Source: an optimization exercise on an open RTL-to-GDS flow (aim: small area and a short achievable clock period). Production flows keep margins and buffers that such runs may drop.
Function was checked by simulation only, so behaviour that the tests miss may differ from the original.
Power and IR drop assume default switching activity.

==> flow/design.v (excerpt) <==
module psum_buffer_top (
  input  logic        CLK,
  input  logic        RESETN,
  input  psum_buf_pkg::acc_params_t acc_params,
  input  psum_buf_pkg::psum_word_t  output_base_addr,
  input  psum_buf_pkg::psum_word_t  mem_ctrl,
  input  logic        act_valid,
  input  psum_buf_pkg::psum_word_t  m_axi_rdata,
  input  logic        m_axi_rvalid_rready,
  input  logic        txn_done,
  input  logic        axi_error,
  output psum_buf_pkg::psum_word_t  pe_status,
  output psum_buf_pkg::psum_word_t  in_psum_out,
  output logic        in_psum_valid,
  output psum_buf_pkg::psum_word_t  m_ar_addr,
  output logic        init_axi_rd_txn
);
Size: roughly 2,200 flip-flops, ~230 I/O pins, ~81,000 µm² of cells after synthesis.
==> module psum_fifo, before the edit <==
module psum_fifo (
  input  logic       CLK,
  input  logic       rst_n,
  input  logic       pop,
  output psum_buf_pkg::psum_word_t pop_data,
  output logic       empty,
  input  logic       fill_wr_en,
  input  psum_buf_pkg::psum_word_t fill_wr_data,
  input  logic       fill_clear,
  output logic       fill_full
);
  localparam int AW = $clog2(64);
  localparam int DEPTH = 64;
  localparam logic [AW:0] DEPTH_CNT = 64;
  logic [DEPTH-1:0][32-1:0] mem;
  logic [7:0]    wr_lo;
  logic [7:0]    wr_hi;
  logic [DEPTH-1:0] rd_sel;
  logic [AW:0]   count;
  logic [AW:0]   count_next;
  logic          full_q;
  logic          empty_q;
  logic          do_wr;
  logic          do_rd;
  assign fill_full = full_q;
  assign empty     = empty_q;
  assign do_wr     = fill_wr_en & ~full_q;
  assign do_rd     = pop & ~empty_q;
  logic [7:0] we_hi;
  assign we_hi = {8{fill_wr_en & ~full_q}} & wr_hi;
  always_ff @(posedge CLK) begin
    for (int i = 0; i < DEPTH; i++) begin
      if (we_hi[i / 8] && wr_lo[i % 8]) begin
        mem[i] <= fill_wr_data;
      end
    end
  end
  always_comb begin
    pop_data = '0;
    for (int i = 0; i < DEPTH; i++) begin
      pop_data = pop_data | ({32{rd_sel[i]}} & mem[i]);
    end
  end
  logic [AW:0] count_inc;
  logic [AW:0] count_dec;
  assign count_inc = count + 1'b1;
  assign count_dec = count - 1'b1;
  always_comb begin
    count_next = count;
    case ({do_wr, do_rd})
      2'b10: count_next = count_inc;
      2'b01: count_next = count_dec;
      default: ;
    endcase
  end
  always_ff @(posedge CLK) begin
    if (!rst_n || fill_clear) begin
      wr_lo   <= 8'd1;
      wr_hi   <= 8'd1;
      rd_sel  <= DEPTH'(1);
      count   <= '0;
      full_q  <= 1'b0;
      empty_q <= 1'b1;
    end else begin
      if (do_wr) begin
        wr_lo <= {wr_lo[6:0], wr_lo[7]};
        if (wr_lo[7]) begin
          wr_hi <= {wr_hi[6:0], wr_hi[7]};
        end
      end
      if (do_rd) begin
        rd_sel <= {rd_sel[DEPTH-2:0], rd_sel[DEPTH-1]};
      end
      count   <= count_next;
      case ({do_wr, do_rd})
        2'b10: begin
          full_q  <= (count == DEPTH_CNT - 1'b1);
          empty_q <= 1'b0;
        end
        2'b01: begin
          full_q  <= 1'b0;
          empty_q <= (count == 7'd1);
        end
        default: ;
      endcase
    end
  end
endmodule
==> flow/config.mk <==
export PLATFORM = sky130hd
export DESIGN_NAME = psum_buffer_top
export DESIGN_NICKNAME = psum_buffer_top
export VERILOG_FILES = /design/flow/design.v
export SDC_FILE = /design/flow/constraint.sdc
export NUM_CORES = 4
export LEC_CHECK = 0
export CAP_MARGIN = 20
export CORE_MARGIN = 2
export CORE_UTILIZATION = 60
export SETUP_SLACK_MARGIN = 2.0
export SLEW_MARGIN = 20
==> flow/constraint.sdc <==
create_clock -name core_clock -period 4.5 [get_ports {CLK}]
set_input_delay 0.9000 -clock core_clock [delete_from_list [all_inputs] [get_ports {CLK}]]
set_output_delay 0.9000 -clock core_clock [all_outputs]
set_load 0.01 [all_outputs]
run.sh (not shown) runs the stock make flow with config.mk's settings and CLKGATE_MAP_FILE= SYNTH_SCRIPT=/design/flow/synth_recipe.tcl, a recipe that flattens the netlist after the stock synthesis.
Next try:
--- a/flow/design.v
+++ b/flow/design.v
@@ -128,7 +128,8 @@
   logic [DEPTH-1:0][32-1:0] mem;
   logic [7:0]    wr_lo;
   logic [7:0]    wr_hi;
-  logic [DEPTH-1:0] rd_sel;
+  logic [7:0]    rd_lo;
+  logic [7:0]    rd_hi;
   logic [AW:0]   count;
   logic [AW:0]   count_next;
   logic          full_q;
@@ -140,7 +141,7 @@
   assign do_wr     = fill_wr_en & ~full_q;
   assign do_rd     = pop & ~empty_q;
   logic [7:0] we_hi;
-  assign we_hi = {8{fill_wr_en & ~full_q}} & wr_hi;
+  assign we_hi = {8{do_wr}} & wr_hi;
   always_ff @(posedge CLK) begin
     for (int i = 0; i < DEPTH; i++) begin
       if (we_hi[i / 8] && wr_lo[i % 8]) begin
@@ -149,20 +150,21 @@
     end
   end
   always_comb begin
+    psum_buf_pkg::psum_word_t grp;
     pop_data = '0;
-    for (int i = 0; i < DEPTH; i++) begin
-      pop_data = pop_data | ({32{rd_sel[i]}} & mem[i]);
+    for (int g = 0; g < 8; g++) begin
+      grp = '0;
+      for (int j = 0; j < 8; j++) begin
+        grp = grp | ({32{rd_lo[j]}} & mem[8 * g + j]);
+      end
+      pop_data = pop_data | ({32{rd_hi[g]}} & grp);
     end
   end
-  logic [AW:0] count_inc;
-  logic [AW:0] count_dec;
-  assign count_inc = count + 1'b1;
-  assign count_dec = count - 1'b1;
   always_comb begin
     count_next = count;
     case ({do_wr, do_rd})
-      2'b10: count_next = count_inc;
-      2'b01: count_next = count_dec;
+      2'b10: count_next = count + 1'b1;
+      2'b01: count_next = count - 1'b1;
       default: ;
     endcase
   end
@@ -170,7 +172,8 @@
     if (!rst_n || fill_clear) begin
       wr_lo   <= 8'd1;
       wr_hi   <= 8'd1;
-      rd_sel  <= DEPTH'(1);
+      rd_lo   <= 8'd1;
+      rd_hi   <= 8'd1;
       count   <= '0;
       full_q  <= 1'b0;
       empty_q <= 1'b1;
@@ -182,7 +185,10 @@
         end
       end
       if (do_rd) begin
-        rd_sel <= {rd_sel[DEPTH-2:0], rd_sel[DEPTH-1]};
+        rd_lo <= {rd_lo[6:0], rd_lo[7]};
+        if (rd_lo[7]) begin
+          rd_hi <= {rd_hi[6:0], rd_hi[7]};
+        end
       end
       count   <= count_next;
       case ({do_wr, do_rd})
After rerunning:
- area after synthesis falls by 2.6%
- global-route usage drops by 11 points
- final area came out lower by 1.8%
- total power fell by 1.3%
- final cell count is about the same
- clock skew hardly moves

[port drivers added, routing unchanged]
In the flow no input, the clock included, has a driving cell. The finished layouts below were timed again as built, in two steps.
Step 1 sets driving cells, clkbuf_16 on the clock port and buf_2 on the other inputs (assumed; they add their load-dependent delay and slew).
Step 2 also shifts input and output timing later by t, the mid clock arrival at the registers, as if the neighbouring blocks saw the same clock.
Slacks: ideal / step 1 / step 2; pairs: ideal / step 1.
run	t (ns)	slack for setup (ns)	clock arrival spread, ns	worst data-port slew with drivers (ns)
the first run	0.919	1.858 / 1.858 / 1.025	0.031 / 0.031	0.24
the second run	0.915	1.982 / 2.002 / 1.099	0.031 / 0.031	0.23
After both steps setup and hold are still met in every run listed. For the second run, which loses most, drivers alone change the setup slack by +0.020 ns; drivers and shift together by -0.883 ns.
